Source: an optimization exercise on an open RTL-to-GDS flow (aim: small area and a short achievable clock period). Production flows keep margins and buffers that such runs may drop.
Only simulation tests tie the RTL to the original design; equivalence was not proved.
Power figures rest on the tool's default switching activity, not on a simulated workload.

[flow/design.v]
package dgcs_pkg;
   localparam int LINE_WIDTH_DEFAULT = 640;
   localparam int LINE_COUNT_DEFAULT = 480;
   localparam int POS_W   = 19;
   localparam int CSR_IDX_W  = 3;
   localparam int CSR_DATA_W = 24;
   localparam logic [CSR_IDX_W-1:0] CSR_NEAR_LIMIT = 3'd0;
   localparam logic [CSR_IDX_W-1:0] CSR_STATS_LIMIT = 3'd1;
   localparam logic [CSR_IDX_W-1:0] CSR_BOX_A_LOW = 3'd2;
   localparam logic [CSR_IDX_W-1:0] CSR_BOX_A_HIGH = 3'd3;
   localparam logic [CSR_IDX_W-1:0] CSR_BOX_B_LOW = 3'd4;
   localparam logic [CSR_IDX_W-1:0] CSR_BOX_B_HIGH = 3'd5;
   localparam logic [15:0] NEAR_LIMIT_RESET  = 16'd700;
   localparam logic [15:0] STATS_LIMIT_RESET = 16'd500;
   localparam logic [23:0] BOX_A_LOW_RESET   = 24'h003F84;
   localparam logic [23:0] BOX_A_HIGH_RESET  = 24'h64A3AF;
   localparam logic [23:0] BOX_B_LOW_RESET   = 24'h00BFBE;
   localparam logic [23:0] BOX_B_HIGH_RESET  = 24'h1414FF;
   localparam logic [1:0] CLASS_FAR     = 2'd0;
   localparam logic [1:0] CLASS_BOX_A   = 2'd1;
   localparam logic [1:0] CLASS_BOX_B   = 2'd2;
   localparam logic [1:0] CLASS_UNMATCH = 2'd3;
   localparam logic [31:0] FAR_FILL  = 32'hA0FFFFFF;
   localparam logic [31:0] MARK_FILL = 32'hFFFF00FF;
   localparam logic [31:0] MIN_CLEAR = 32'hFFFFFFFF;
   localparam logic [POS_W-1:0] SLOT_MAX = 19'h7FFFF;
   typedef struct packed {
      logic [31:0] pixel_color;
      logic [15:0] depth_mm;
      logic        frame_end;
   } req_type;
   typedef struct packed {
      logic [1:0]       pixel_class;
      logic [31:0]      shown_color;
      logic [POS_W-1:0] pixel_position;
      logic [POS_W-1:0] class_slot;
      logic [31:0]      frame_min_color;
      logic [31:0]      frame_max_color;
      logic             stats_valid;
      logic             frame_last;
   } rsp_type;
   typedef struct packed {
      logic [1:0]  pixel_class;
      logic [31:0] shown_color;
      logic        hit_a;
      logic        hit_b;
   } class_type;
endpackage
module dgcs_classify (
   input  logic [23:0] pixel_rgb,
   input  logic [15:0] depth_mm,
   input  logic [15:0] near_limit,
   input  logic [23:0] box_a_low,
   input  logic [23:0] box_a_high,
   input  logic [23:0] box_b_low,
   input  logic [23:0] box_b_high,
   output logic        is_near,
   output logic        match_a,
   output logic        match_b
);
   function automatic logic in_box(logic [23:0] color, logic [23:0] lo, logic [23:0] hi);
      logic ok;
      ok = 1'b1;
      for (int ch = 0; ch < 3; ch++) begin
         if (!((lo[ch*8 +: 8] < color[ch*8 +: 8]) && (color[ch*8 +: 8] < hi[ch*8 +: 8]))) begin
            ok = 1'b0;
         end
      end
      in_box = ok;
   endfunction
   assign is_near = depth_mm < near_limit;
   assign match_a = in_box(pixel_rgb, box_a_low, box_a_high);
   assign match_b = in_box(pixel_rgb, box_b_low, box_b_high);
endmodule
module depth_gated_color_segmenter #(
   parameter int LINE_WIDTH = dgcs_pkg::LINE_WIDTH_DEFAULT,
   parameter int LINE_COUNT = dgcs_pkg::LINE_COUNT_DEFAULT
) (
   input  logic                            clock,
   input  logic                            reset,
   input  logic                            req_valid,
   output logic                            req_stall,
   input  logic [48:0]                     req_payload,
   output logic                            rsp_valid,
   input  logic                            rsp_stall,
   output logic [137:0]                    rsp_payload,
   input  logic                            csr_write,
   input  logic [dgcs_pkg::CSR_IDX_W-1:0]  csr_index,
   input  logic [dgcs_pkg::CSR_DATA_W-1:0] csr_data
);
   localparam int PW = dgcs_pkg::POS_W;
   logic [15:0] near_limit_ff;
   logic [15:0] stats_limit_ff;
   logic [23:0] box_a_low_ff;
   logic [23:0] box_a_high_ff;
   logic [23:0] box_b_low_ff;
   logic [23:0] box_b_high_ff;
   logic [5:0] csr_we;
   always_comb begin
      for (int i = 0; i < 6; i++) begin
         csr_we[i] = reset || (csr_write && (csr_index == 3'(i)));
      end
   end
   always_ff @(posedge clock) begin
      if (csr_we[0]) near_limit_ff  <= reset ? dgcs_pkg::NEAR_LIMIT_RESET  : csr_data[15:0];
      if (csr_we[1]) stats_limit_ff <= reset ? dgcs_pkg::STATS_LIMIT_RESET : csr_data[15:0];
      if (csr_we[2]) box_a_low_ff   <= reset ? dgcs_pkg::BOX_A_LOW_RESET   : csr_data;
      if (csr_we[3]) box_a_high_ff  <= reset ? dgcs_pkg::BOX_A_HIGH_RESET  : csr_data;
      if (csr_we[4]) box_b_low_ff   <= reset ? dgcs_pkg::BOX_B_LOW_RESET   : csr_data;
      if (csr_we[5]) box_b_high_ff  <= reset ? dgcs_pkg::BOX_B_HIGH_RESET  : csr_data;
   end
   logic        in_valid_ff;
   logic [31:0] in_color_ff;
   logic [15:0] in_depth_ff;
   logic        in_end_ff;
   logic        out_valid_ff;
   logic [1:0]  out_class_ff;
   logic [31:0] out_color_ff;
   logic        out_last_ff;
   logic        advance;
   logic        stall;
   logic        in_valid_in;
   logic        out_valid_in;
   logic        both_valid_ff;
   assign advance = in_valid_ff && (!out_valid_ff || !rsp_stall);
   assign stall   = in_valid_ff && out_valid_ff && rsp_stall;
   assign in_valid_in  = (req_valid && !stall) || (in_valid_ff && !advance);
   assign out_valid_in = advance || (out_valid_ff && rsp_stall);
   always_ff @(posedge clock) begin
      if (reset) begin
         in_valid_ff   <= 1'b0;
         out_valid_ff  <= 1'b0;
         both_valid_ff <= 1'b0;
      end else begin
         in_valid_ff   <= in_valid_in;
         out_valid_ff  <= out_valid_in;
         both_valid_ff <= in_valid_in && out_valid_in;
      end
   end
   assign req_stall = both_valid_ff && rsp_stall;
   always_ff @(posedge clock) begin
      if (!stall) begin
         in_color_ff <= req_payload[48:17];
         in_depth_ff <= req_payload[16:1];
         in_end_ff   <= req_payload[0];
      end
   end
   logic is_near, match_a, match_b;
   logic hit_a, hit_b;
   logic [1:0] cls;
   dgcs_classify u_classify (
      .pixel_rgb  (in_color_ff[23:0]),
      .depth_mm   (in_depth_ff),
      .near_limit (near_limit_ff),
      .box_a_low  (box_a_low_ff),
      .box_a_high (box_a_high_ff),
      .box_b_low  (box_b_low_ff),
      .box_b_high (box_b_high_ff),
      .is_near    (is_near),
      .match_a    (match_a),
      .match_b    (match_b)
   );
   assign hit_a = is_near && match_a;
   assign hit_b = is_near && !match_a && match_b;
   assign cls   = !is_near ? dgcs_pkg::CLASS_FAR :
                  match_a  ? dgcs_pkg::CLASS_BOX_A :
                  match_b  ? dgcs_pkg::CLASS_BOX_B : dgcs_pkg::CLASS_UNMATCH;
   always_ff @(posedge clock) begin
      if (reset) begin
         out_last_ff <= 1'b1;
      end else if (advance) begin
         out_last_ff <= in_end_ff;
      end
   end
   logic [31:0] shown;
   assign shown = !is_near ? dgcs_pkg::FAR_FILL :
                  (match_a || match_b) ? in_color_ff : dgcs_pkg::MARK_FILL;
   always_ff @(posedge clock) begin
      if (advance) begin
         out_class_ff <= cls;
         out_color_ff <= shown;
      end
   end
   logic [PW-1:0] pos_ff;
   logic          pos_wrap;
   localparam logic [PW-1:0] POS_LAST = PW'(LINE_WIDTH * LINE_COUNT - 1);
   assign pos_wrap = &(pos_ff | ~POS_LAST);
   function automatic logic [PW-1:0] step(logic [PW-1:0] q, logic inc);
      logic [PW-1:0] ones;
      ones[0] = 1'b1;
      for (int i = 1; i < PW; i++) begin
         ones[i] = ones[i-1] && q[i-1];
      end
      step = q ^ (ones & {PW{inc}});
   endfunction
   always_ff @(posedge clock) begin
      pos_ff <= (advance && (out_last_ff || pos_wrap)) ? '0 : step(pos_ff, advance);
   end
   logic [PW-1:0] slot_a_ff, slot_b_ff;
   logic          none_a_ff, none_b_ff;
   logic          none_a, none_b;
   assign none_a = none_a_ff || out_last_ff;
   assign none_b = none_b_ff || out_last_ff;
   always_ff @(posedge clock) begin
      if (advance) begin
         none_a_ff <= none_a && !hit_a;
         none_b_ff <= none_b && !hit_b;
         if (hit_a) slot_a_ff <= none_a ? '0 : step(slot_a_ff, !(&slot_a_ff));
         if (hit_b) slot_b_ff <= none_b ? '0 : step(slot_b_ff, !(&slot_b_ff));
      end
   end
   logic [31:0] min_ff, max_ff;
   logic        any_ff;
   logic        any_now;
   logic        qualify;
   logic        lt_min, gt_max;
   assign any_now = any_ff && !out_last_ff;
   assign qualify = (in_depth_ff < stats_limit_ff) &&
                    (!is_near || ((match_a || match_b) &&
                                  (in_color_ff != dgcs_pkg::MARK_FILL) && (in_color_ff != 32'd0)));
   assign lt_min  = is_near ? (in_color_ff < min_ff) : (dgcs_pkg::FAR_FILL < min_ff);
   assign gt_max  = is_near ? (in_color_ff > max_ff) : (dgcs_pkg::FAR_FILL > max_ff);
   always_ff @(posedge clock) begin
      if (advance) begin
         any_ff <= any_now || qualify;
         if (qualify && (!any_now || lt_min)) min_ff <= shown;
         if (qualify && (!any_now || gt_max)) max_ff <= shown;
      end
   end
   logic        stats_valid;
   logic [PW-1:0] slot_out;
   assign stats_valid = out_last_ff && any_ff;
   assign slot_out = (out_class_ff == dgcs_pkg::CLASS_BOX_A) ? slot_a_ff :
                     (out_class_ff == dgcs_pkg::CLASS_BOX_B) ? slot_b_ff : '0;
   assign rsp_valid   = out_valid_ff;
   assign rsp_payload = {out_class_ff, out_color_ff, pos_ff, slot_out,
                         stats_valid ? min_ff : 32'd0,
                         stats_valid ? max_ff : 32'd0,
                         stats_valid, out_last_ff};
endmodule
[flow/flow/run.sh]
#!/bin/bash
# The standard layout (standard.sh) with these changes, all logged under orfs/logs/ as usual:
#  - synthesis (flow/synth.tcl) maps logic with abc's default script and leaves adders and
#    comparators to abc (no ADDER_MAP_FILE cells); registers are mapped as in the standard
#    synthesis, so they match it by name and cell type;
#  - plain sky130_fd_sc_hd__buf_1 cells as the port buffers instead of the delay buffer the
#    flow picks by default;
#  - larger clock-tree sink clusters, clkbuf_8 only, no dummy loads.
set -euo pipefail
here=$(pwd)
bash standard.sh 'ADDER_MAP_FILE=' "SYNTH_SCRIPT=$here/flow/synth.tcl" \
  'BUFFER_PORTS_ARGS=-buffer_cell sky130_fd_sc_hd__buf_1' \
  'CTS_ARGS=-sink_clustering_enable -repair_clock_nets -sink_clustering_size 16 -sink_clustering_max_diameter 60 -buf_list {sky130_fd_sc_hd__clkbuf_8} -dont_use_dummy_load' \
  finish > standard.log 2>&1
[flow/flow/synth.tcl]
# synth_recipe.tcl (the standard synthesis) with one change: abc maps the logic with its own
# default script (delay target 2500 ps) instead of ORFS's abc_speed.script. Registers are mapped
# before abc, by dfflibmap, exactly as in the standard synthesis.
proc synth {args} { yosys synth -nofsm -noshare {*}$args }
proc abc {args} {
  set out {}
  set skip 0
  foreach a $args {
    if {$skip} { set skip 0; continue }
    if {$a eq "-script" || $a eq "-D"} { set skip 1; continue }
    lappend out $a
  }
  yosys abc {*}$out -D 2500
}
source $::env(SCRIPTS_DIR)/synth.tcl
# left out here: clear keep_hierarchy, flatten, clean up, hide names made inside functions, write 1_2_yosys.v
[flow/standard.sh]
#!/bin/bash
# synth_recipe.tcl (not shown) runs the flow's synth.tcl, then flattens the netlist and writes it again
# the make line also repeats each setting of config.mk as NAME=value (left out here)
make -C /OpenROAD-flow-scripts/flow DESIGN_CONFIG=/design/flow/config.mk WORK_HOME=/design/flow/orfs CLKGATE_MAP_FILE= SYNTH_SCRIPT=/design/flow/synth_recipe.tcl "${@:-finish}"
[flow/config.mk]
export PLATFORM = sky130hd
export DESIGN_NAME = depth_gated_color_segmenter
export DESIGN_NICKNAME = depth_gated_color_segmenter
export VERILOG_FILES = /design/flow/design.v
export SDC_FILE = /design/flow/constraint.sdc
export NUM_CORES = 4
export LEC_CHECK = 0
export CAP_MARGIN = 5
export CORE_MARGIN = 2
export CORE_UTILIZATION = 40
export PLACE_DENSITY = 0.6
export SETUP_SLACK_MARGIN = 3.62
export SLEW_MARGIN = 5
[flow/constraint.sdc]
create_clock -name core_clock -period 7.0 [get_ports {clock}]
set_input_delay 1.4000 -clock core_clock [delete_from_list [all_inputs] [get_ports {clock}]]
set_output_delay 1.4000 -clock core_clock [all_outputs]
set_load 0.01 [all_outputs]
==> results of run 1 <==
registers in the layout, indices dropped and copies added (netlist names), 24 cells and up:
name and count:
box_b_low_ff 24, out_color_ff 32, box_a_high_ff 24, in_color_ff 32
max_ff 32, box_a_low_ff 24, min_ff 32, box_b_high_ff 24
worst max-delay path, stage by stage:
cell      delay (ns)
clkbuf_2        0.15
and2_1          0.14
buf_1           0.15
timing repair:
action / in CTS / in global routing
cloned: 2 / 0
pin swaps: 1 / 3
setup buffers: 11 / 9
resized for setup: 7 / 15
setup endpoints to repair: 148 / 86
stage by stage:
step	utilization (%)	total power [uW]
after floorplan	-	2722
after global placement	44.26	2890
after detailed placement	44.26	2898
after CTS	45.91	3980
after global routing	46.29	4118
final	46.29	3952
synth_stat cells (6+ instances only):
cell,count
edfxtp_1,316
nor2_1,83
and3_1,81
nand2_1,73
inv_1,67
o22ai_1,56
nor2b_1,55
o21ai_0,50
a21oi_1,49
clkbuf_1,39
nor3_1,29
nand2b_1,25
dfxtp_1,23
a22oi_1,22
a22o_1,21
or2_2,20
nand4_1,19
maj3_1,15
and2_1,14
xor2_1,13
a2bb2oi_1,11
nand3_1,11
a222oi_1,9
xnor2_1,9
a221oi_1,8
clkinv_1,8
nor4_1,8
a211oi_1,7
o2bb2ai_1,7
a31o_2,6
layer usage:
| layer | track usage, % | part of all wire [%] | vias up |
|---|---|---|---|
| met3 | 3.509 | 7.2 | 71 |
| met5 | 0 | 0 | - |
| met1 | 27.64 | 43 | 5298 |
| met2 | 31.88 | 46 | 405 |
| met4 | 7.658 | 3.0 | 0 |
| li1 | - | - | 5149 |
power groups by stage:
stage | clock, uW | sequential (uW) | combinational [uW]
2_1_floorplan | 0 | 2440 | 282
3_3_place_gp | 0 | 2470 | 419
3_5_place_dp | 0 | 2470 | 424
4_1_cts | 1110 | 2430 | 440
5_1_grt | 1180 | 2440 | 502
6_report | 1070 | 2420 | 457
final timing paths:
kind	startpoint	end	slack [ns]	cells past startpoint
worst max-delay path	rsp_stall	req_stall	3.77	3
worst min-delay path	in_end_ff$_DFFE_PN_	out_last_ff$_SDFFE_PP1P_	0.45	2
worst max register to register	box_b_low_ff[16]$_SDFFCE_PP0P_	min_ff[21]$_DFFE_PP_	3.77	12
worst min register to register	in_end_ff$_DFFE_PN_	out_last_ff$_SDFFE_PP1P_	0.45	2
final cells by class:
type	instances	area, um2	share of cell area (%)
Tap cell	511	639.4	3.693
Timing Repair Buffer	249	1092	6.309
Inverter	75	292.8	1.691
Multi-Input combinational cell	771	4867	28.11
Clock buffer	34	467.9	2.703
Sequential cell	339	9953	57.49
cell usage in the layout (no fill, tap or decap), drive strengths merged, types with 8 or more instances in the layout:
cell / instances
a221oi: 8
nor2b: 55
a2bb2oi: 11
nor2: 83
and2: 14
nand4: 19
nand3: 11
a21oi: 49
nor3: 29
nand2b: 25
a222oi: 9
o22ai: 56
o21ai: 50
or2: 21
nand2: 73
dfxtp: 23
a22o: 21
and3: 81
xnor2: 9
maj3: 15
a22oi: 22
nor4: 8
inv: 66
buf: 247
xor2: 13
clkbuf: 36
edfxtp: 316
kinds of logic after synthesis:
kind of cell	count (synthesis)	synth area share [%]
AOI/OAI and AO/OA	300	13.60
and+or+nand+nor	432	15.20
adders and majority gates	15	0.9958
xor gates and xnor gates	22	1.278
buffers and inverters	116	2.938
DFF	339	65.99
==> results.sh, run 1 <==
export IMPL_timing_slew_headroom_pct=27.01
export IMPL_grt_pass1_wl_um=59660
export IMPL_layout_drive_gt1_share_pct=7.970
export IMPL_n_fill_cell=3456
export IMPL_drtPass1Iterations=6
export IMPL_dpl_cell_count=1923
export IMPL_drc_errors=0
export IMPL_cts_buffer_depth=3
export IMPL_syn_nets=1305
export IMPL_synthFlopType="edfxtp_1"
export IMPL_rows=71
export IMPL_min_period_over_period_pct=46.18
export IMPL_seqPwrFrac_pct=61.3
export IMPL_critical_path_class="in -> out"
export IMPL_p_leak_uw=0.005950
export IMPL_area_delta_synth_final_pct=14.83
export IMPL_async_flop_share_pct=0
export IMPL_worst_slew_pin_slew_ns=1.091
export IMPL_placed_area_um2=16550
export IMPL_worst_ep_required_time_ns=5.60
export IMPL_routed_via_density=5.519
export IMPL_rsz0062_at_grt="no"
export IMPL_grt_pass1_vias=10486
export IMPL_setup_viol=0
export IMPL_gp_congestion=0.8972
export IMPL_grt_max_degree=74
export IMPL_yosys_area_top_type="edfxtp_1"
export IMPL_drv_cap=0
export IMPL_ant_nets=0
export IMPL_power_density_nw_per_um2=228.2
export IMPL_gr_total_overflow=0
export IMPL_cts_sinks=339
export IMPL_worstSetupEndpointType="output pin"
export IMPL_p_clk_share_pct=27.1
export IMPL_finalWirelength_um=40640
export IMPL_cts_root_buf="clkbuf_8"
export IMPL_finClkSkew_ns=0.06846
export IMPL_drv_slew=0
export IMPL_final_cells=1979
export IMPL_final_area_um2=17310
export IMPL_final_hold_violation_count=0
export IMPL_dr_total_vias=10923
export IMPL_yosys_warnings=2
export IMPL_hold_buffers=0
export IMPL_start_kind="input pin"
export IMPL_synth_area_um2=15080
export IMPL_floorplan_initialDensity_pct=40.31
export IMPL_wire_per_inst_um=20.54
export IMPL_io_pin_count=221
export IMPL_synthTopCellsByArea="edfxtp_1, and3_1, dfxtp_1, o22ai_1, nor2b_1"
export IMPL_fin_ws_ns=3.767
export IMPL_synth_edff_count=316
export IMPL_crit_fanout=3
export IMPL_switching_share_pct=25.31
export IMPL_synth_area_per_cell_um2=12.32
export IMPL_htree_num_levels=2
export IMPL_peakVddDrop_v=0.0001573
export IMPL_cts_buffers=34
export IMPL_clkTransAtPathRegs_ns=0.10
export IMPL_p_int_uw=2951
export IMPL_pwr_share_comb_pct=11.6
export IMPL_status="finished clean"
export IMPL_setup_tns_ns=0
export IMPL_drtIter0Drc=833
export IMPL_preCtsSetupSlack_ns=2.644
export IMPL_synth_cells=1224
export IMPL_hold_slack_ns=0.4453
export IMPL_p_switching_uw=1000
export IMPL_period_minus_slack_ns=3.233
export IMPL_core_area_um2=37400
export IMPL_track_usage_pct=20.11
export IMPL_cp_arrival_ns=1.83
export IMPL_seq_area_frac_synth_pct=65.99
export IMPL_antenna_found_initial=0
export IMPL_port_buffers=220
export IMPL_hp_class="reg -> reg"
export IMPL_max_freq_ghz=0.3094
export IMPL_antenna_cells=0
export IMPL_cts_tree="done"
export IMPL_ys_ff_latch=339
export IMPL_die_x_um=198.1
export IMPL_clk_latency_ns=0.58
export IMPL_die_h_um=198.1
export IMPL_layout_nets=1551
export IMPL_post_dp_hpwl_um=28990
export IMPL_dieArea_um2=39260
export IMPL_synth_distinct_cells=58
export IMPL_synth_top_cell_area_share_pct=62.94
==> run 2, diff against run 1 <==
==> flow/flow/synth.tcl (replaced) <==
# synth_recipe.tcl (the standard synthesis) with one change: abc maps the logic with its own
# default script (delay target 3300 ps) instead of ORFS's abc_speed.script. Registers are mapped
# before abc, by dfflibmap, exactly as in the standard synthesis.
proc synth {args} { yosys synth -nofsm -noshare {*}$args }
proc abc {args} {
  set out {}
  set skip 0
  foreach a $args {
    if {$skip} { set skip 0; continue }
    if {$a eq "-script" || $a eq "-D"} { set skip 1; continue }
    lappend out $a
  }
  yosys abc {*}$out -D 3300
}
source $::env(SCRIPTS_DIR)/synth.tcl
# left out here: clear keep_hierarchy, flatten, clean up, hide names made inside functions, write 1_2_yosys.v
--- a/flow/config.mk
+++ b/flow/config.mk
@@ -5,9 +5,9 @@
 export SDC_FILE = /design/flow/constraint.sdc
 export NUM_CORES = 4
 export LEC_CHECK = 0
-export CAP_MARGIN = 5
+export CAP_MARGIN = 20
 export CORE_MARGIN = 2
 export CORE_UTILIZATION = 40
 export PLACE_DENSITY = 0.6
 export SETUP_SLACK_MARGIN = 3.62
-export SLEW_MARGIN = 5
+export SLEW_MARGIN = 20
==> run 2 against run 1 <==
  * Non-clock buffer count unchanged
  * Combinational power about the same
  * Still clean on timing, DRC and antenna
  * Worst setup slack unchanged
  * Critical path depth unchanged
  * Synthesized area unchanged
  * Register-to-register slack about the same
  * First-iteration DRC count down 3.8%
  * Critical path type unchanged
  * Final area about the same
  * Total power about the same
  * Core utilization about the same
  * Sequential share of layout area about the same
  * Wire length down 0.14%
==> results.sh, run 2 <==
export IMPL_ys_ff_latch=339
export IMPL_synthTopCellsByArea="edfxtp_1, and3_1, dfxtp_1, o22ai_1, nor2b_1"
export IMPL_grt_pass1_wl_um=59660
export IMPL_async_flop_share_pct=0
export IMPL_synth_top_cell_area_share_pct=62.94
export IMPL_rows=71
export IMPL_p_clk_share_pct=27.1
export IMPL_n_fill_cell=3458
export IMPL_layout_drive_gt1_share_pct=8.038
export IMPL_synthFlopType="edfxtp_1"
export IMPL_routed_via_density=5.523
export IMPL_multiInputGateArea_um2=4870
export IMPL_gr_total_overflow=0
export IMPL_placed_area_um2=16550
export IMPL_port_buffers=220
export IMPL_final_cells=1979
export IMPL_drc_errors=0
export IMPL_final_area_um2=17320
export IMPL_crit_path_max_incr_delay_ns=0.15
export IMPL_hold_buffers=0
export IMPL_finalWirelength_um=40590
export IMPL_synth_area_um2=15080
export IMPL_dpl_cell_count=1923
export IMPL_max_freq_ghz=0.3094
export IMPL_synth_cells=1224
export IMPL_io_pin_count=221
export IMPL_antenna_found_initial=0
export IMPL_worst_ep_required_time_ns=5.60
export IMPL_status="finished clean"
export IMPL_drtPass1Iterations=6
export IMPL_cts_sinks=339
export IMPL_cts_root_buf="clkbuf_8"
export IMPL_switching_share_pct=25.30
export IMPL_path_buf_inv=2
export IMPL_finalPower_uw=3951
export IMPL_core_area_um2=37400
export IMPL_seqPwrFrac_pct=61.3
export IMPL_worstSetupEndpointType="output pin"
export IMPL_dr_total_vias=10931
export IMPL_worst_slew_pin_slew_ns=1.006
export IMPL_cp_arrival_ns=1.83
export IMPL_cts_buffer_depth=3
export IMPL_critical_path_top_delay_family="buffers and inverters"
export IMPL_path_cells="clkbuf_2, and2_1, buf_1"
export IMPL_pwr_share_comb_pct=11.6
export IMPL_hp_class="reg -> reg"
export IMPL_synth_area_per_cell_um2=12.32
export IMPL_clkTransAtPathRegs_ns=0.10
export IMPL_drv_slew=0
export IMPL_rsz0062_at_grt="no"
export IMPL_final_hold_violation_count=0
export IMPL_die_h_um=198.1
export IMPL_floorplan_initialDensity_pct=40.31
export IMPL_power_density_nw_per_um2=228.2
export IMPL_yosys_warnings=2
export IMPL_period_minus_slack_ns=3.233
export IMPL_layout_nets=1551
export IMPL_grt_max_degree=74
export IMPL_yosys_area_top_type="edfxtp_1"
export IMPL_p_leak_uw=0.005949
export IMPL_yosysMostFrequentCell="edfxtp_1"
export IMPL_peakVddDrop_v=0.0001576
export IMPL_area_delta_synth_final_pct=14.85
export IMPL_cts_tree="done"
export IMPL_start_kind="input pin"
export IMPL_setup_tns_ns=0
export IMPL_ff_latch_area_um2=9953
export IMPL_synth_edff_count=316
export IMPL_slowest_stage="clkbuf_2"
export IMPL_drtIter0Drc=801
export IMPL_mostFrequentLayoutCell="edfxtp_1"
export IMPL_post_dp_hpwl_um=28990
export IMPL_seq_area_frac_synth_pct=65.99
export IMPL_drv_cap=0
export IMPL_timing_slew_headroom_pct=32.80
export IMPL_syn_nets=1305
export IMPL_wire_per_inst_um=20.51
export IMPL_track_usage_pct=20.11
export IMPL_p_int_uw=2951
export IMPL_p_switching_uw=999.8
export IMPL_hold_slack_ns=0.4466
export IMPL_min_period_over_period_pct=46.18
export IMPL_gp_congestion=0.8972
export IMPL_synth_distinct_cells=58
export IMPL_die_x_um=198.1
export IMPL_crit_fanout=3
export IMPL_setup_viol=0
export IMPL_htree_num_levels=2
export IMPL_yosys_top_cells_count="edfxtp_1, nor2_1, and3_1"
export IMPL_cts_buffers=34
export IMPL_final_cell_mix="edfxtp_1, buf_1, nor2_1"
export IMPL_critical_path_class="in -> out"
export IMPL_dieArea_um2=39260
export IMPL_grt_pass1_vias=10486
export IMPL_ant_nets=0
export IMPL_clk_latency_ns=0.58
export IMPL_antenna_cells=0
export IMPL_finClkSkew_ns=0.06865
[run 2: cell count changes in the layout (fill, tap and decap cells not counted)]
cell    delta
nor2_2     +1
nor2_1     -1
[run 2: path summary, 6_finish.rpt]
| kind | from | to | slack, ns | cells past startpoint |
|---|---|---|---|---|
| hold reg to reg | in_end_ff$_DFFE_PN_ | out_last_ff$_SDFFE_PP1P_ | 0.45 | 2 |
| hold / removal | in_end_ff$_DFFE_PN_ | out_last_ff$_SDFFE_PP1P_ | 0.45 | 2 |
| setup / recovery | rsp_stall | req_stall | 3.77 | 3 |
| setup reg to reg | in_color_ff[9]$_DFFE_PN_ | min_ff[21]$_DFFE_PP_ | 3.78 | 12 |
[run 2: per-layer routing]
metal / global-route usage [%] / share of wire (%) / vias up / wire, um
met5: 0 / 0 / - / 0
met4: 7.658 / 3.1 / 0 / 1253
met3: 3.509 / 7.1 / 79 / 2897
met2: 31.88 / 46 / 412 / 18770
met1: 27.64 / 44 / 5290 / 17670
li1: - / - / 5150 / -
[run 2: timing repair]
action,in CTS,in global routing
gates cloned,2,0
buffers inserted,11,9
gates resized for setup,7,15
pin swaps,1,3
endpoints found under the setup margin,148,86
[run 2: cell type report]
type | instances | share of cell area, %
Inverter | 75 | 1.691
Tap cell | 511 | 3.692
Timing Repair Buffer | 249 | 6.308
Clock buffer | 34 | 2.703
Multi-Input combinational cell | 771 | 28.12
Sequential cell | 339 | 57.48
[run 2: power by group through the flow]
stage | Clock (uW) | Sequential, uW | Combinational, uW
2_1_floorplan | 0 | 2440 | 282
3_3_place_gp | 0 | 2470 | 419
3_5_place_dp | 0 | 2470 | 424
4_1_cts | 1110 | 2430 | 440
5_1_grt | 1180 | 2440 | 502
6_report | 1070 | 2420 | 458
[run 2: kinds of logic (layout without fill, tap and decap cells)]
kind of cell / count (synthesis) / after routing / share of synthesized area (%)
XOR/XNOR: 22 / 22 / 1.278
AND/OR/NAND/NOR: 432 / 432 / 15.20
AO/OA/AOI/OAI: 300 / 302 / 13.60
adder cells (fa/ha/maj): 15 / 15 / 0.9958
buffers and inverters: 116 / 358 / 2.938
flip-flops: 339 / 339 / 65.99
[run 2: worst reg2reg max path: cells and delay by family, from the launching register on]
| kind | cells | cell delay (ns) |
|---|---|---|
| AND/OR/NAND/NOR | 3 | 0.70 |
| buffers and inverters | 3 | 0.75 |
| flip-flops | 1 | 0.42 |
| AO/OA/AOI/OAI | 6 | 1.06 |
[run 2: metrics by stage]
step	utilization, %	setup slack, ns
6_report	46.30	3.767
5_1_grt	46.30	3.603
4_1_cts	45.91	3.622
3_5_place_dp	44.26	2.644
3_3_place_gp	44.26	2.743
2_1_floorplan	-	3.619
==> run 3, diff against run 2 <==
==> flow/flow/synth.tcl (replaced) <==
# synth_recipe.tcl (the standard synthesis) with one change: abc maps the logic with its own
# default script (delay target 4000 ps) instead of ORFS's abc_speed.script. Registers are mapped
# before abc, by dfflibmap, exactly as in the standard synthesis.
proc synth {args} { yosys synth -nofsm -noshare {*}$args }
proc abc {args} {
  set out {}
  set skip 0
  foreach a $args {
    if {$skip} { set skip 0; continue }
    if {$a eq "-script" || $a eq "-D"} { set skip 1; continue }
    lappend out $a
  }
  yosys abc {*}$out -D 4000
}
source $::env(SCRIPTS_DIR)/synth.tcl
# left out here: clear keep_hierarchy, flatten, clean up, hide names made inside functions, write 1_2_yosys.v
==> run 3 against run 2 <==
  * Clock skew unchanged
  * Synthesized area did not move
  * Sequential cell count unchanged
  * Die area unchanged
  * Sequential power hardly changed
==> results.sh, run 3 <==
export IMPL_status="finished clean"
export IMPL_power_density_nw_per_um2=228.2
export IMPL_grt_max_degree=74
export IMPL_final_hold_violation_count=0
export IMPL_final_cells=1979
export IMPL_synth_top_family_by_area="simple AND/OR/NAND/NOR gates"
export IMPL_worstSetupEndpointType="output pin"
export IMPL_r2r_start="in_color_ff[9]$_DFFE_PN_"
export IMPL_floorplan_initialDensity_pct=40.31
export IMPL_regToRegEndpoint="min_ff[21]$_DFFE_PP_"
export IMPL_start_kind="input pin"
export IMPL_dr_total_vias=10931
export IMPL_synth_top_cell_area_share_pct=62.94
export IMPL_mostFrequentLayoutCell="edfxtp_1"
export IMPL_finalPower_uw=3951
export IMPL_cts_root_buf="clkbuf_8"
export IMPL_antenna_found_initial=0
export IMPL_yosys_area_top_type="edfxtp_1"
export IMPL_rsz0062_at_grt="no"
export IMPL_gr_total_overflow=0
export IMPL_core_area_um2=37400
export IMPL_antenna_cells=0
export IMPL_rows=71
export IMPL_multiInputGateArea_um2=4870
export IMPL_path_buf_inv=2
export IMPL_synth_cells=1224
export IMPL_drc_errors=0
export IMPL_pwr_share_comb_pct=11.6
export IMPL_layout_nets=1551
export IMPL_placed_area_um2=16550
export IMPL_switching_share_pct=25.30
export IMPL_cts_buffers=34
export IMPL_p_switching_uw=999.8
export IMPL_syn_nets=1305
export IMPL_min_from="in_end_ff$_DFFE_PN_"
export IMPL_routed_via_density=5.523
export IMPL_area_delta_synth_final_pct=14.85
export IMPL_setup_tns_ns=0
export IMPL_clk_latency_ns=0.58
export IMPL_n_fill_cell=3458
export IMPL_wl_met1_um=17670
export IMPL_final_cell_mix="edfxtp_1, buf_1, nor2_1"
export IMPL_ant_nets=0
export IMPL_crit_fanout=3
export IMPL_dpl_cell_count=1923
export IMPL_hp_class="reg -> reg"
export IMPL_synthMuxAreaShare_pct=0
export IMPL_cp_arrival_ns=1.83
export IMPL_hold_buffers=0
export IMPL_wire_per_inst_um=20.51
export IMPL_route_met2_wl_um=18770
export IMPL_p_clk_share_pct=27.1
export IMPL_seqPwrFrac_pct=61.3
export IMPL_yosys_top_cells_count="edfxtp_1, nor2_1, and3_1"
export IMPL_finalWirelength_um=40590
export IMPL_async_flop_share_pct=0
export IMPL_io_pin_count=221
export IMPL_port_buffers=220
export IMPL_final_area_um2=17320
export IMPL_period_minus_slack_ns=3.233
export IMPL_finClkSkew_ns=0.06865
export IMPL_slowest_stage="clkbuf_2"
export IMPL_critical_path_class="in -> out"
export IMPL_cts_tree="done"
export IMPL_critical_path_top_delay_family="buffers and inverters"
export IMPL_ys_ff_latch=339
export IMPL_p_int_uw=2951
export IMPL_min_to="out_last_ff$_SDFFE_PP1P_"
export IMPL_die_x_um=198.1
export IMPL_cts_buffer_depth=3
export IMPL_synth_area_per_cell_um2=12.32
export IMPL_post_dp_hpwl_um=28990
export IMPL_clkTransAtPathRegs_ns=0.10
export IMPL_setup_viol=0
export IMPL_synth_xor_area_share_pct=1.278
export IMPL_synth_distinct_cells=58
export IMPL_yosys_warnings=2
export IMPL_synthFlopType="edfxtp_1"
export IMPL_path_cells="clkbuf_2, and2_1, buf_1"
export IMPL_crit_path_max_incr_delay_ns=0.15
export IMPL_min_period_over_period_pct=46.18
export IMPL_ff_latch_area_um2=9953
export IMPL_yosysMostFrequentCell="edfxtp_1"
export IMPL_layout_drive_gt1_share_pct=8.038
export IMPL_reg2reg_slack_ns=3.78
export IMPL_drtIter0Drc=801
export IMPL_drtPass1Iterations=6
export IMPL_p_leak_uw=0.005949
export IMPL_gp_congestion=0.8972
export IMPL_highest_layer="met4"
export IMPL_synth_area_um2=15080
export IMPL_track_usage_pct=20.11
export IMPL_grt_pass1_vias=10486
export IMPL_cts_sinks=339
export IMPL_die_h_um=198.1
export IMPL_grt_pass1_wl_um=59660
export IMPL_synthTopCellsByArea="edfxtp_1, and3_1, dfxtp_1, o22ai_1, nor2b_1"
export IMPL_seq_area_frac_synth_pct=65.99
export IMPL_hold_slack_ns=0.4466
export IMPL_dieArea_um2=39260
export IMPL_worst_slew_pin_slew_ns=1.006
export IMPL_synth_compound_area_share_pct=13.60
export IMPL_yosys_area_share_simple_pct=15.20
export IMPL_dr_wl_met3_um=2897
export IMPL_synth_edff_count=316
export IMPL_max_freq_ghz=0.3094
export IMPL_worst_ep_required_time_ns=5.60
export IMPL_hold_depth=2
export IMPL_drv_cap=0
export IMPL_htree_num_levels=2
export IMPL_r2r_cells=12
export IMPL_peakVddDrop_v=0.0001576
export IMPL_timing_slew_headroom_pct=32.80
export IMPL_drv_slew=0
export IMPL_synthAdderAreaFrac_pct=0.9959
-- run 3: metal layers --
metal  vias to the layer above  track usage (%)
met3                        79            3.509
li1                       5150                -
met1                      5290            27.64
met4                         0            7.658
met5                         -                0
met2                       412            31.88
-- run 3: power groups by stage --
stage | sequential, uW | combinational, uW | clock, uW
finish | 2420 | 458 | 1070
detailed placement | 2470 | 424 | 0
floorplan | 2440 | 282 | 0
global placement | 2470 | 419 | 0
global route | 2440 | 502 | 1180
CTS | 2430 | 440 | 1110
-- run 3: worst min-delay path, stage by stage (launching register included) --
cell	delay, ns
edfxtp_1	0.34
nand2_1	0.05
nand2_1	0.04
-- run 3: final cells by class --
class | count | share of cell area, %
clock buffers | 34 | 2.703
inverters | 75 | 1.691
multi-input cells | 771 | 28.12
flip-flops and latches | 339 | 57.48
well taps | 511 | 3.692
repair buffers | 249 | 6.308
-- run 3: metrics by stage --
| stage | setup slack, ns | utilization [%] |
|---|---|---|
| 4_1_cts | 3.622 | 45.91 |
| 3_3_place_gp | 2.743 | 44.26 |
| 5_1_grt | 3.603 | 46.30 |
| 3_5_place_dp | 2.644 | 44.26 |
| 2_1_floorplan | 3.619 | - |
| 6_report | 3.767 | 46.30 |
-- run 3: cell families after synthesis --
logic type,after synthesis
buffers and inverters,116
AND/OR/NAND/NOR,432
XOR/XNOR,22
flip-flops,339
adder cells (fa/ha/maj),15
AO/OA/AOI/OAI,300
-- run 3: worst max path at each step --
stage | from | end | slack [ns] | depth (start not counted)
2_1_floorplan | rsp_stall | max_ff[0]$_DFFE_PP_ | 3.62 | 5
5_1_grt | in_color_ff[23]$_DFFE_PN_ | min_ff[21]$_DFFE_PP_ | 3.60 | 11
3_5_place_dp | rsp_stall | min_ff[0]$_DFFE_PP_ | 2.64 | 6
6_report | rsp_stall | req_stall | 3.77 | 3
3_3_place_gp | rsp_stall | min_ff[0]$_DFFE_PP_ | 2.74 | 6
4_1_cts | in_color_ff[16]$_DFFE_PN_ | max_ff[13]$_DFFE_PP_ | 3.62 | 12
-- run 3: what timing repair did --
action                                  in CTS  in global routing
cloned                                       2                  0
gates resized for setup                      7                 15
pin swaps                                    1                  3
setup buffers                               11                  9
hold endpoints to repair                     0                  0
endpoints found under the setup margin     148                 86
==> run 4, diff against run 3 <==
--- a/flow/flow/run.sh
+++ b/flow/flow/run.sh
@@ -10,5 +10,5 @@
 here=$(pwd)
 bash standard.sh 'ADDER_MAP_FILE=' "SYNTH_SCRIPT=$here/flow/synth.tcl" \
   'BUFFER_PORTS_ARGS=-buffer_cell sky130_fd_sc_hd__buf_1' \
-  'CTS_ARGS=-sink_clustering_enable -repair_clock_nets -sink_clustering_size 16 -sink_clustering_max_diameter 60 -buf_list {sky130_fd_sc_hd__clkbuf_8} -dont_use_dummy_load' \
+  'CTS_ARGS=-sink_clustering_enable -repair_clock_nets -sink_clustering_size 20 -sink_clustering_max_diameter 70 -buf_list {sky130_fd_sc_hd__clkbuf_8} -dont_use_dummy_load' \
   finish > standard.log 2>&1
==> flow/flow/synth.tcl (replaced) <==
# synth_recipe.tcl (the standard synthesis) with one change: abc maps the logic with its own
# default script (delay target 2500 ps) instead of ORFS's abc_speed.script. Registers are mapped
# before abc, by dfflibmap, exactly as in the standard synthesis.
proc synth {args} { yosys synth -nofsm -noshare {*}$args }
proc abc {args} {
  set out {}
  set skip 0
  foreach a $args {
    if {$skip} { set skip 0; continue }
    if {$a eq "-script" || $a eq "-D"} { set skip 1; continue }
    lappend out $a
  }
  yosys abc {*}$out -D 2500
}
source $::env(SCRIPTS_DIR)/synth.tcl
# left out here: clear keep_hierarchy, flatten, clean up, hide names made inside functions, write 1_2_yosys.v
==> run 4 against run 3 <==
  * Final area about the same
  * Sequential share of layout area about the same
  * Maximum frequency unchanged
  * Synthesized cell count did not move
  * Highest routed layer unchanged
  * Largest cell class unchanged
  * Core utilization hardly changed
  * Combinational power is 0.9% higher
==> results.sh, run 4 <==
export IMPL_worstSetupEndpointType="output pin"
export IMPL_rsz0062_at_grt="yes"
export IMPL_dr_total_vias=10999
export IMPL_start_kind="input pin"
export IMPL_layout_drive_gt1_share_pct=8.237
export IMPL_final_area_um2=17320
export IMPL_multiInputGateArea_um2=4883
export IMPL_grt_pass1_wl_um=59930
export IMPL_die_h_um=198.1
export IMPL_synth_area_um2=15080
export IMPL_finClkSkew_ns=0.06836
export IMPL_ys_ff_latch=339
export IMPL_area_delta_synth_final_pct=14.86
export IMPL_clk_latency_ns=0.62
export IMPL_regToRegEndpoint="min_ff[25]$_DFFE_PP_"
export IMPL_drv_slew=0
export IMPL_htree_num_levels=1
export IMPL_io_pin_count=221
export IMPL_hp_class="reg -> reg"
export IMPL_max_freq_ghz=0.3094
export IMPL_synth_area_per_cell_um2=12.32
export IMPL_setup_viol=0
export IMPL_yosys_area_top_type="edfxtp_1"
export IMPL_wire_per_inst_um=20.65
export IMPL_p_leak_uw=0.005950
export IMPL_status="finished clean"
export IMPL_gp_congestion=0.8972
export IMPL_worst_ep_required_time_ns=5.60
export IMPL_floorplan_initialDensity_pct=40.31
export IMPL_rows=71
export IMPL_mostFrequentLayoutCell="edfxtp_1"
export IMPL_r2r_start="in_color_ff[9]$_DFFE_PN_"
export IMPL_synth_distinct_cells=58
export IMPL_synth_cells=1224
export IMPL_antenna_found_initial=1
export IMPL_worst_slew_pin_slew_ns=1.003
export IMPL_drv_cap=0
export IMPL_ff_latch_area_um2=9953
export IMPL_min_period_over_period_pct=46.18
export IMPL_cp_arrival_ns=1.83
export IMPL_final_cell_mix="edfxtp_1, buf_1, nor2_1"
export IMPL_n_fill_cell=3472
export IMPL_die_x_um=198.1
export IMPL_cts_buffers=28
export IMPL_routed_via_density=5.555
export IMPL_drtIter0Drc=772
export IMPL_peakVddDrop_v=0.0001671
export IMPL_cts_sinks=339
export IMPL_antenna_cells=0
export IMPL_hold_buffers=0
export IMPL_r2r_cells=12
export IMPL_finalWirelength_um=40890
export IMPL_drtPass1Iterations=6
export IMPL_yosys_top_cells_count="edfxtp_1, nor2_1, and3_1"
export IMPL_post_dp_hpwl_um=28990
export IMPL_setup_tns_ns=0
export IMPL_clkTransAtPathRegs_ns=0.12
export IMPL_reg2reg_slack_ns=3.78
export IMPL_period_minus_slack_ns=3.233
export IMPL_synth_top_cell_area_share_pct=62.94
export IMPL_cts_buffer_depth=3
export IMPL_cts_root_buf="clkbuf_8"
export IMPL_seq_area_frac_synth_pct=65.99
export IMPL_timing_slew_headroom_pct=32.97
export IMPL_core_area_um2=37400
export IMPL_dieArea_um2=39260
export IMPL_yosysMostFrequentCell="edfxtp_1"
export IMPL_power_density_nw_per_um2=222.3
export IMPL_placed_area_um2=16550
export IMPL_ant_nets=0
export IMPL_async_flop_share_pct=0
export IMPL_crit_fanout=3
export IMPL_crit_end="req_stall"
export IMPL_layout_nets=1552
export IMPL_port_buffers=220
export IMPL_grt_max_degree=52
export IMPL_track_usage_pct=20.07
export IMPL_critical_path_class="in -> out"
export IMPL_final_hold_violation_count=0
export IMPL_synthFlopType="edfxtp_1"
export IMPL_synth_edff_count=316
export IMPL_grt_pass1_vias=10469
export IMPL_crit_start="rsp_stall"
export IMPL_cts_tree="done"
export IMPL_gr_total_overflow=0
export IMPL_syn_nets=1305
export IMPL_synthTopCellsByArea="edfxtp_1, and3_1, dfxtp_1, o22ai_1, nor2b_1"
export IMPL_yosys_warnings=2
export IMPL_drc_errors=0
-- run 4: worst min-delay path by stage --
stage	from	endpoint	slack (ns)	cells past startpoint
2_1_floorplan	in_end_ff$_DFFE_PN_	out_last_ff$_SDFFE_PP1P_	0.41	2
6_report	in_end_ff$_DFFE_PN_	out_last_ff$_SDFFE_PP1P_	0.45	2
5_1_grt	in_end_ff$_DFFE_PN_	out_last_ff$_SDFFE_PP1P_	0.51	2
3_5_place_dp	in_end_ff$_DFFE_PN_	out_last_ff$_SDFFE_PP1P_	0.43	2
4_1_cts	in_end_ff$_DFFE_PN_	out_last_ff$_SDFFE_PP1P_	0.46	2
3_3_place_gp	in_end_ff$_DFFE_PN_	out_last_ff$_SDFFE_PP1P_	0.42	2
-- run 4: repair_timing --
item                                    in CTS  in global routing
gates cloned                                 2                  0
endpoints found under the hold margin        0                  0
pin swaps                                    2                  7
buffers inserted                            15                 12
endpoints found under the setup margin     149                 85
gates resized for setup                      7                 19
-- run 4: logic make-up (layout without fill, tap and decap cells) --
family	after synthesis	after routing	share of synthesized area [%]
and+or+nand+nor	432	432	15.20
AOI/OAI and AO/OA	300	302	13.60
adders and majority gates	15	15	0.9958
buffers and inverters	116	359	2.938
xor gates and xnor gates	22	22	1.278
DFF	339	339	65.99
-- run 4: critical path, stage by stage --
cell and delay [ns]:
clkbuf_2 0.15, and2_1 0.14, buf_1 0.15
-- run 4: cell type report --
cell class                 instances  area share (%)
clock buffer                      28           2.225
inverter                          75           1.712
multi-input combinational        771           28.20
sequential                       339           57.47
tap                              511           3.692
timing repair buffer             256           6.697
-- run 4: per-layer routing --
metal / wire, um / up-vias / GRT usage (%)
li1: - / 5145 / -
met1: 17820 / 5374 / 27.70
met2: 18860 / 407 / 32.15
met3: 2854 / 73 / 3.390
met4: 1356 / 0 / 6.850
met5: 0 / - / 0
-- run 4: through the flow --
stage	util, %	worst slack, ns	hold slack [ns]	cells	total power [uW]
after detailed placement	44.26	2.644	0.4349	1923	2898
after floorplan	-	3.619	0.4081	1224	2722
after global routing	46.30	3.588	0.5097	1980	4007
after global placement	44.26	2.743	0.4184	1923	2890
final	46.30	3.767	0.4508	1980	3850
after CTS	45.84	3.648	0.4563	1968	3874
-- run 4: report_power, final --
part / total [uW] / switching (uW) / internal (uW)
sequential: 2420 / 81.8 / 2340
combinational: 462 / 287 / 175
clock: 964 / 608 / 356
total: 3850 / 977 / 2870
==> run 5, diff against run 4 <==
==> flow/flow/run.sh (replaced) <==
#!/bin/bash
# The standard layout (standard.sh) with these changes, all logged under orfs/logs/ as usual:
#  - synthesis (flow/synth.tcl) maps logic with abc's default script and leaves adders and
#    comparators to abc (no ADDER_MAP_FILE cells); registers are mapped as in the standard
#    synthesis, so they match it by name and cell type;
#  - plain sky130_fd_sc_hd__buf_1 cells as the port buffers instead of the delay buffer the
#    flow picks by default;
#  - larger clock-tree sink clusters, clkbuf_16 only, no dummy loads.
set -euo pipefail
here=$(pwd)
bash standard.sh 'ADDER_MAP_FILE=' "SYNTH_SCRIPT=$here/flow/synth.tcl" \
  'BUFFER_PORTS_ARGS=-buffer_cell sky130_fd_sc_hd__buf_1' \
  'CTS_ARGS=-sink_clustering_enable -repair_clock_nets -sink_clustering_size 24 -sink_clustering_max_diameter 60 -buf_list {sky130_fd_sc_hd__clkbuf_16} -dont_use_dummy_load' \
  finish > standard.log 2>&1
==> run 5 against run 4 <==
  * Sequential share of layout area is 1.0 points lower
  * Clock skew up 0.0089 ns
  * Global-route usage decreased by 0.22 points
  * Clock power grew 49%
  * Clock-buffer cell count increased by 3
  * First-iteration DRC count is 6.2% higher
  * Synthesized cell count unchanged
  * Register-to-register slack worse by 0.02 ns
  * Critical path type is now reg -> out
  * Largest power group unchanged
==> results.sh, run 5 <==
export IMPL_status="finished clean"
export IMPL_track_usage_pct=19.85
export IMPL_drv_cap=0
export IMPL_start_kind="flop"
export IMPL_antenna_found_initial=0
export IMPL_setup_tns_ns=0
export IMPL_gr_total_overflow=0
export IMPL_crit_fanout=73
export IMPL_yosys_area_share_simple_pct=15.20
export IMPL_yosysMostFrequentCell="edfxtp_1"
export IMPL_switching_share_pct=23.89
export IMPL_min_from="in_end_ff$_DFFE_PN_"
export IMPL_synth_top_family_by_area="simple AND/OR/NAND/NOR gates"
export IMPL_mostFrequentLayoutCell="edfxtp_1"
export IMPL_drv_slew=0
export IMPL_seqPwrFrac_pct=56.3
export IMPL_pwr_share_comb_pct=10.4
export IMPL_synthTopCellsByArea="edfxtp_1, and3_1, dfxtp_1, o22ai_1, nor2b_1"
export IMPL_die_h_um=198.1
export IMPL_crit_start="out_last_ff$_SDFFE_PP1P_"
export IMPL_r2r_start="in_color_ff[9]$_DFFE_PN_"
export IMPL_layout_nets=1549
export IMPL_grt_max_degree=74
export IMPL_yosys_area_top_type="edfxtp_1"
export IMPL_n_fill_cell=3417
export IMPL_dieArea_um2=39260
export IMPL_setup_viol=0
export IMPL_drtPass1Iterations=6
export IMPL_dr_total_vias=10900
export IMPL_drtIter0Drc=820
export IMPL_seq_area_frac_synth_pct=65.99
export IMPL_worst_ep_required_time_ns=5.60
export IMPL_cts_root_buf="clkbuf_16"
export IMPL_drc_errors=0
export IMPL_rows=71
export IMPL_yosys_warnings=2
export IMPL_final_hold_violation_count=0
export IMPL_period_minus_slack_ns=3.270
export IMPL_finalPower_uw=4320
export IMPL_synthMuxAreaShare_pct=0
export IMPL_path_cells="and3_1, buf_1"
export IMPL_synth_edff_count=316
export IMPL_cts_sinks=339
export IMPL_critical_path_class="reg -> out"
export IMPL_crit_path_max_incr_delay_ns=0.75
export IMPL_max_freq_ghz=0.3058
export IMPL_synth_area_per_cell_um2=12.32
export IMPL_rsz0062_at_grt="yes"
export IMPL_synth_compound_area_share_pct=13.60
export IMPL_min_period_over_period_pct=46.71
export IMPL_clk_latency_ns=0.60
export IMPL_synth_area_um2=15080
export IMPL_synth_distinct_cells=58
export IMPL_synthFlopType="edfxtp_1"
export IMPL_slowest_stage="dfxtp_4"
export IMPL_use_met3_pct=3.168
export IMPL_port_buffers=220
export IMPL_p_int_uw=3288
export IMPL_clkTransAtPathRegs_ns=0.08
export IMPL_grt_pass1_wl_um=59460
export IMPL_antenna_cells=0
export IMPL_wire_per_inst_um=20.43
export IMPL_peakVddDrop_v=0.0001822
export IMPL_core_area_um2=37400
export IMPL_cts_tree="done"
export IMPL_syn_nets=1305
export IMPL_finalWirelength_um=40390
export IMPL_die_x_um=198.1
export IMPL_worst_slew_pin_slew_ns=0.9913
export IMPL_area_delta_synth_final_pct=16.95
export IMPL_p_leak_uw=0.006087
export IMPL_cp_arrival_ns=1.87
export IMPL_p_clk_share_pct=33.3
export IMPL_synthAdderAreaFrac_pct=0.9959
export IMPL_gp_congestion=0.8972
export IMPL_finClkSkew_ns=0.07726
export IMPL_power_density_nw_per_um2=245.0
export IMPL_hold_buffers=0
export IMPL_io_pin_count=221
export IMPL_grt_use_met1_pct=27.55
export IMPL_cts_buffers=31
export IMPL_p_switching_uw=1032
export IMPL_htree_num_levels=1
export IMPL_cts_buffer_depth=3
export IMPL_synth_xor_area_share_pct=1.278
export IMPL_ys_ff_latch=339
export IMPL_synth_cells=1224
export IMPL_layout_drive_gt1_share_pct=8.049
export IMPL_final_cell_mix="edfxtp_1, buf_1, nor2_1"
export IMPL_busiest_layer="met2"
export IMPL_routed_via_density=5.513
export IMPL_async_flop_share_pct=0
export IMPL_hp_class="reg -> reg"
export IMPL_worstSetupEndpointType="output pin"
export IMPL_grt_pass1_vias=10412
export IMPL_timing_slew_headroom_pct=33.77
export IMPL_post_dp_hpwl_um=28990
export IMPL_synth_top_cell_area_share_pct=62.94
export IMPL_floorplan_initialDensity_pct=40.31
export IMPL_yosys_top_cells_count="edfxtp_1, nor2_1, and3_1"
export IMPL_use_met2_pct=31.99
export IMPL_ant_nets=0
[run 5: changes by cell type in the layout (fill, tap and decap cells not counted), moves of 2 or more]
cell | before | now
clkbuf_16 | 0 | 31
clkbuf_8 | 28 | 0
buf_4 | 25 | 21
buf_12 | 3 | 1
[run 5: per-stage QoR]
stage | setup slack [ns] | hold WS [ns] | utilization (%) | instances | cell area (um2)
floorplan | 3.619 | 0.4081 | - | 1224 | 15180
global placement | 2.743 | 0.4184 | 44.26 | 1923 | 16550
detailed placement | 2.644 | 0.4349 | 44.26 | 1923 | 16550
CTS | 3.632 | 0.4448 | 46.74 | 1967 | 17480
global route | 3.594 | 0.4986 | 47.14 | 1977 | 17630
finish | 3.730 | 0.4402 | 47.14 | 1977 | 17630
[run 5: final timing paths]
| kind | to | cells past startpoint | slack (ns) |
|---|---|---|---|
| setup / recovery | rsp_payload[45] | 2 | 3.73 |
| hold / removal | out_last_ff$_SDFFE_PP1P_ | 2 | 0.44 |
| setup reg to reg | min_ff[24]$_DFFE_PP_ | 12 | 3.76 |
| hold reg to reg | out_last_ff$_SDFFE_PP1P_ | 2 | 0.44 |
[run 5: logic make-up after synthesis]
kind of cell | count (synthesis)
compound gates | 300
xor+xnor | 22
simple gates | 432
flops | 339
fa+ha+maj | 15
buf+inv | 116
[run 5: layer usage]
layer	share of wire (%)	routed length [um]
met5	0	0
met4	2.5	1012
met3	7.1	2864
met2	47	18900
met1	44	17610
[run 5: what timing repair did]
action / in CTS / in global routing
setup endpoints to repair: 148 / 90
pin swaps: 2 / 6
setup buffers: 11 / 10
gates resized for setup: 7 / 18
endpoints found under the hold margin: 0 / 0
cloned: 2 / 0
[run 5: layout make-up]
type	instances	area, um2	area share [%]
sequential	339	9953	56.45
multi-input combinational	771	4881	27.68
timing repair buffer	250	1090	6.181
clock buffer	31	775.7	4.400
tap	511	639.4	3.626
inverter	75	292.8	1.661
[run 5: worst max-delay path, delay by kind of cell (launching register included)]
family	cells	cell delay, ns
flip-flops	1	0.75
AND/OR/NAND/NOR	1	0.36
buffers and inverters	1	0.18
[run 5: power by group through the flow]
| stage | Sequential (uW) | Clock [uW] | Combinational, uW |
|---|---|---|---|
| 3_5_place_dp | 2470 | 0 | 424 |
| 6_report | 2430 | 1440 | 451 |
| 3_3_place_gp | 2470 | 0 | 419 |
| 2_1_floorplan | 2440 | 0 | 282 |
| 5_1_grt | 2440 | 1550 | 495 |
| 4_1_cts | 2430 | 1480 | 439 |
==> run 6, diff against run 5 <==
--- a/flow/flow/run.sh
+++ b/flow/flow/run.sh
@@ -10,5 +10,5 @@
 here=$(pwd)
 bash standard.sh 'ADDER_MAP_FILE=' "SYNTH_SCRIPT=$here/flow/synth.tcl" \
   'BUFFER_PORTS_ARGS=-buffer_cell sky130_fd_sc_hd__buf_1' \
-  'CTS_ARGS=-sink_clustering_enable -repair_clock_nets -sink_clustering_size 24 -sink_clustering_max_diameter 60 -buf_list {sky130_fd_sc_hd__clkbuf_16} -dont_use_dummy_load' \
+  'CTS_ARGS=-sink_clustering_enable -repair_clock_nets -sink_clustering_size 30 -sink_clustering_max_diameter 80 -buf_list {sky130_fd_sc_hd__clkbuf_16} -dont_use_dummy_load' \
   finish > standard.log 2>&1
==> run 6 against run 5 <==
  * Clock skew decreased by 0.0086 ns
  * Combinational power is 3% higher
  * First-iteration DRC count is 13% higher
  * Final cell count fell by 0.25%
  * Non-clock buffer count is 3 higher
  * Largest cell class unchanged
  * Maximum frequency is 1.7% lower
  * Wire length rose by 0.70%
==> results.sh, run 6 <==
export IMPL_drtIter0Drc=929
export IMPL_cp_arrival_ns=1.93
export IMPL_die_h_um=198.1
export IMPL_cts_buffer_depth=3
export IMPL_critical_path_class="reg -> out"
export IMPL_final_core_util_pct=46.73
export IMPL_synthTopCellsByArea="edfxtp_1, and3_1, dfxtp_1, o22ai_1, nor2b_1"
export IMPL_rsz0062_at_grt="yes"
export IMPL_ys_ff_latch=339
export IMPL_io_pin_count=221
export IMPL_final_cell_mix="edfxtp_1, buf_1, nor2_1"
export IMPL_max_freq_ghz=0.3006
export IMPL_grt_max_degree=74
export IMPL_r2r_cells=11
export IMPL_drv_slew=0
export IMPL_setup_viol=0
export IMPL_rows=71
export IMPL_ant_nets=0
export IMPL_synth_edff_count=316
export IMPL_post_dp_hpwl_um=28990
export IMPL_cts_sinks=339
export IMPL_die_x_um=198.1
export IMPL_layout_nets=1544
export IMPL_setup_tns_ns=0
export IMPL_synthMuxAreaShare_pct=0
export IMPL_worst_ep_required_time_ns=5.60
export IMPL_dr_total_vias=10909
export IMPL_dieArea_um2=39260
export IMPL_yosys_area_top_type="edfxtp_1"
export IMPL_core_area_um2=37400
export IMPL_finalWirelength_um=40670
export IMPL_n_fill_cell=3441
export IMPL_peakVddDrop_v=0.0001657
export IMPL_min_to="out_last_ff$_SDFFE_PP1P_"
export IMPL_port_buffers=220
export IMPL_track_usage_pct=19.77
export IMPL_min_period_over_period_pct=47.52
export IMPL_timing_slew_headroom_pct=17.51
export IMPL_wire_per_inst_um=20.62
export IMPL_start_kind="flop"
export IMPL_mostFrequentLayoutCell="edfxtp_1"
export IMPL_synth_top_family_by_area="simple AND/OR/NAND/NOR gates"
export IMPL_synthFlopType="edfxtp_1"
export IMPL_gp_congestion=0.8972
export IMPL_routed_via_density=5.532
export IMPL_synth_top_cell_area_share_pct=62.94
export IMPL_clk_latency_ns=0.57
export IMPL_area_delta_synth_final_pct=15.93
export IMPL_antenna_found_initial=0
export IMPL_worstSetupEndpointType="output pin"
export IMPL_synth_xor_area_share_pct=1.278
export IMPL_finClkSkew_ns=0.06862
export IMPL_regToRegEndpoint="slot_b_ff[18]$_SDFFCE_PN0P_"
export IMPL_yosys_top_cells_count="edfxtp_1, nor2_1, and3_1"
export IMPL_async_flop_share_pct=0
export IMPL_power_density_nw_per_um2=233.2
export IMPL_cts_buffers=22
export IMPL_yosys_warnings=2
export IMPL_syn_nets=1305
export IMPL_synth_distinct_cells=58
export IMPL_grt_pass1_vias=10378
export IMPL_ff_latch_area_um2=9953
export IMPL_htree_num_levels=1
export IMPL_drc_errors=0
export IMPL_final_hold_violation_count=0
export IMPL_reg2reg_slack_ns=3.76
export IMPL_multiInputGateArea_um2=4881
export IMPL_clkTransAtPathRegs_ns=0.09
export IMPL_grt_pass1_wl_um=59220
export IMPL_cts_tree="done"
export IMPL_cts_root_buf="clkbuf_16"
export IMPL_synth_compound_area_share_pct=13.60
export IMPL_yosys_area_share_simple_pct=15.20
export IMPL_gr_total_overflow=0
export IMPL_synth_area_per_cell_um2=12.32
export IMPL_synth_area_um2=15080
export IMPL_synth_cells=1224
export IMPL_drv_cap=0
export IMPL_crit_fanout=44
export IMPL_worst_slew_pin_slew_ns=1.231
export IMPL_status="finished clean"
export IMPL_layout_drive_gt1_share_pct=7.803
export IMPL_hold_depth=2
export IMPL_antenna_cells=0
export IMPL_floorplan_initialDensity_pct=40.31
export IMPL_seq_area_frac_synth_pct=65.99
export IMPL_synthAdderAreaFrac_pct=0.9959
export IMPL_drtPass1Iterations=5
export IMPL_yosysMostFrequentCell="edfxtp_1"
export IMPL_hp_class="reg -> reg"
export IMPL_p_leak_uw=0.005992
export IMPL_r2r_start="in_color_ff[9]$_DFFE_PN_"
export IMPL_min_from="in_end_ff$_DFFE_PN_"
export IMPL_period_minus_slack_ns=3.326
==> run 6: cell counts after synthesis <==
Identical to the previous run, type by type.
==> run 6: worst max path at each step <==
stage	from	end	slack, ns
after global routing	in_color_ff[9]$_DFFE_PN_	slot_b_ff[15]$_SDFFCE_PN0P_	3.55
after floorplan	rsp_stall	max_ff[0]$_DFFE_PP_	3.62
after detailed placement	rsp_stall	min_ff[0]$_DFFE_PP_	2.64
final	any_ff$_DFFE_PP_	rsp_payload[45]	3.67
after CTS	rsp_stall	req_stall	3.65
after global placement	rsp_stall	min_ff[0]$_DFFE_PP_	2.74
==> run 6: metal layers <==
layer | share of wire (%) | vias up | global-route usage, %
li1 | - | 5140 | -
met1 | 43 | 5304 | 27.71
met2 | 47 | 401 | 31.85
met3 | 7.2 | 64 | 3.049
met4 | 2.8 | 0 | 5.737
met5 | 0 | - | 0
==> run 6: kinds of logic after synthesis <==
group | Yosys count
and+or+nand+nor | 432
AOI/OAI and AO/OA | 300
xor gates and xnor gates | 22
buffers and inverters | 116
DFF | 339
adders and majority gates | 15
==> run 6: repair_timing <==
item,CTS,global route
hold buffers,0,0
pin swaps,2,7
setup buffers,12,11
cloned,2,2
endpoints found under the setup margin,148,85
resized for setup,7,17
==> run 6: critical path, stage by stage, from the launching register on <==
cell and delay, ns:
edfxtp_1 0.61, buf_6 0.32, and3_1 0.30, buf_1 0.18
==> run 6: through the flow <==
step	std cells	worst slack (ns)	instance area (um2)	power, uW	hold slack [ns]
2_1_floorplan	1224	3.619	15180	2722	0.4081
3_3_place_gp	1923	2.743	16550	2890	0.4184
3_5_place_dp	1923	2.644	16550	2898	0.4349
4_1_cts	1959	3.648	17290	4088	0.4477
5_1_grt	1972	3.550	17480	4227	0.5021
6_report	1972	3.674	17480	4076	0.4450
==> run 6: area by class of cell <==
type	count	area share, %
Timing Repair Buffer	253	6.572
Sequential cell	339	56.95
Timing Repair inverter	1	0.02863
Multi-Input combinational cell	771	27.93
Inverter	75	1.718
Clock buffer	22	3.150
Tap cell	511	3.658
==> run 6: where the power goes <==
| part | switching [uW] | internal (uW) | total (uW) |
|---|---|---|---|
| clock | 626 | 558 | 1180 |
| combinational | 285 | 178 | 464 |
| sequential | 85.2 | 2340 | 2430 |

[what the ideal ports hide]
In the flow no input, the clock included, has a driving cell. The finished layouts below were timed again as built, in two steps.
Step 1 (the two cells are an assumption about what drives the block):
set clk [get_ports {clock}]
set_driving_cell -lib_cell sky130_fd_sc_hd__clkbuf_16 $clk
set_driving_cell -lib_cell sky130_fd_sc_hd__buf_2 [delete_from_list [all_inputs] $clk]
Step 2 times the ports against the registers' clock, not the clock port: input delays grow and output delays shrink by t, the midpoint of the rising clock arrivals with the driver on.
Slacks: no drivers / after step 1 / after step 2; pairs: no drivers / after step 1.
run	t (ns)	slack for setup (ns)	worst hold slack (ns)	worst setup path after step 2
run 1	0.595	3.767 / 3.745 / 3.343	0.445 / 0.445 / 0.445	input to register
run 2	0.596	3.767 / 3.745 / 3.341	0.447 / 0.447 / 0.447	input to register
run 3	0.596	3.767 / 3.745 / 3.341	0.447 / 0.447 / 0.447	input to register
run 4	0.633	3.767 / 3.722 / 3.355	0.451 / 0.451 / 0.451	input to register
run 5	0.609	3.730 / 3.679 / 3.345	0.440 / 0.440 / 0.440	input to register
run 6	0.582	3.674 / 3.624 / 3.351	0.445 / 0.445 / 0.445	input to register
After both steps every run listed still meets setup and hold.
